What follows belongs to an exercise in optimizing a design on an open flow for small area; a production flow would make more cautious choices. Function was checked by simulation only, so behaviour that the tests miss may differ from the original. Power is estimated from default activity; no workload was simulated.

run A:
// writeback_register_file
module writeback_register_file #(
  parameter int DATA_W   = 32,
  parameter int NUM_REGS = 32,
  parameter int COUNT_W  = 16
) (
  input  logic               clk,
  input  logic               Reset,
  input  logic               WriteBackEnableInput,
  input  logic               MemoryReadEnableInput,
  input  logic [DATA_W-1:0]  ALUResultInput,
  input  logic [DATA_W-1:0]  MemoryReadData,
  input  logic [4:0]         DestinationRegisterInput,
  input  logic [4:0]         ReadRegister1,
  input  logic [4:0]         ReadRegister2,
  output logic [DATA_W-1:0]  ReadData1,
  output logic [DATA_W-1:0]  ReadData2,
  output logic [DATA_W-1:0]  WriteBackData,
  output logic [4:0]         WriteBackRegister,
  output logic               WriteBackCommit,
  output logic [COUNT_W-1:0] CommitCount
);
Size: roughly 3200 cells after synthesis, roughly 200 I/O pins, roughly 40000 µm² of cells after synthesis.
clock: 9.0 ns
lec_check: 0
cap_margin: 20
core_margin: 2
core_utilization: 60
slew_margin: 20
synth_hierarchical: 1
synth_minimum_keep_size: 0
standard.sh (not shown) runs the stock make flow with config.mk's settings and CLKGATE_MAP_FILE= SYNTH_SCRIPT=/design/flow/synth_recipe.tcl, a recipe that flattens the netlist after the stock synthesis.
==> flow/flow/run.sh <==
#!/bin/bash
# Standard ORFS layout, with two changes:
#  - ports are buffered with the smallest buffer (buf_1) instead of the
#    cell buffer_ports picks on its own;
#  - clock tree synthesis uses larger sink clusters and no dummy loads.
# ORFS writes each step's full log under orfs/logs/; make's own output is
# kept in standard.log.
set -uo pipefail
export BUFFER_PORTS_ARGS="-buffer_cell sky130_fd_sc_hd__buf_1"
export CTS_ARGS="-sink_clustering_enable -repair_clock_nets -buf_list sky130_fd_sc_hd__clkbuf_4 -sink_clustering_size 8 -sink_clustering_max_diameter 40 -dont_use_dummy_load"
bash standard.sh finish > standard.log 2>&1
Input changes introduced in run B (baseline for comparison: run A):
diff --git a/flow/flow/run.sh b/flow/flow/run.sh
--- a/flow/flow/run.sh
+++ b/flow/flow/run.sh
@@ -9,3 +9,3 @@
 export BUFFER_PORTS_ARGS="-buffer_cell sky130_fd_sc_hd__buf_1"
-export CTS_ARGS="-sink_clustering_enable -repair_clock_nets -buf_list sky130_fd_sc_hd__clkbuf_4 -sink_clustering_size 8 -sink_clustering_max_diameter 40 -dont_use_dummy_load"
+export CTS_ARGS="-sink_clustering_enable -repair_clock_nets -buf_list sky130_fd_sc_hd__clkbuf_8 -sink_clustering_size 14 -sink_clustering_max_diameter 50 -dont_use_dummy_load"
 bash standard.sh finish > standard.log 2>&1
Notes after the runs:
Between run A and run B, the final critical-path required period is lower for run A.
Comparing run A against run B, there is no change at all in overall die area.
When run B is set beside run A, its total power turns out to be 1.6% larger.
Routed wire length of run A is on par with run B.
Run B: synthesis-to-finish area growth is 0.51 points higher than what run A reported.
Against run A, run B comes in 280 µm lower on met2 layer wire length in the routed design.
Area: run B vs run A -> run B larger
--- input diff run B..run C ---
Settings: CORE_UTILIZATION: 60 -> 65.
diff --git a/flow/flow/run.sh b/flow/flow/run.sh
--- a/flow/flow/run.sh
+++ b/flow/flow/run.sh
@@ -9,3 +9,3 @@
 export BUFFER_PORTS_ARGS="-buffer_cell sky130_fd_sc_hd__buf_1"
-export CTS_ARGS="-sink_clustering_enable -repair_clock_nets -buf_list sky130_fd_sc_hd__clkbuf_8 -sink_clustering_size 14 -sink_clustering_max_diameter 50 -dont_use_dummy_load"
+export CTS_ARGS="-sink_clustering_enable -repair_clock_nets -buf_list sky130_fd_sc_hd__clkbuf_4 -sink_clustering_size 8 -sink_clustering_max_diameter 40 -dont_use_dummy_load"
 bash standard.sh finish > standard.log 2>&1
==> run summary <==
- Run C against run B: total leakage power closely matched the old numbers, cell count flat, worst-case hold slack -0.0057 ns, data arrival time of the critical path has decreased, proportion of power drawn by combinational gates now larger.
- I/O pin count delta (run C -> run B): insignificant
- In the flow results for run C and run B, the count of buffering cells on the critical path with inverters included is smaller on run C.
- Clock network contribution to total cell area in run C is 0.50 points lower than in run B

## separate check: timing with driven ports
The flow's constraints put no driver on any port. The routed layouts listed below were extracted and timed again, unchanged, in two steps. Step 1, drivers: a clkbuf_16 drives clk and a buf_2 each remaining input, both assumed. Step 2 also shifts input and output timing later by t, the mid clock arrival at the registers, as if the neighbouring blocks saw the same clock. Slacks: ideal ports / drivers / drivers and shift; pairs: ideal ports / drivers.
run	t, ns	setup slack, ns	hold WS [ns]	worst setup path after step 2	worst slew at a driven data input, ns
run A	1.099	1.934 / 1.874 / 1.874	0.491 / 0.491 / 0.491	input to output	0.09
run B	0.802	1.902 / 1.848 / 1.848	0.491 / 0.491 / 0.491	input to output	0.08
run C	1.135	2.223 / 2.150 / 2.150	0.485 / 0.485 / 0.485	input to output	0.10
After both steps setup and hold are still met in every run listed. For run C, which loses most, drivers alone change the setup slack by -0.073 ns; drivers and shift together by -0.073 ns.
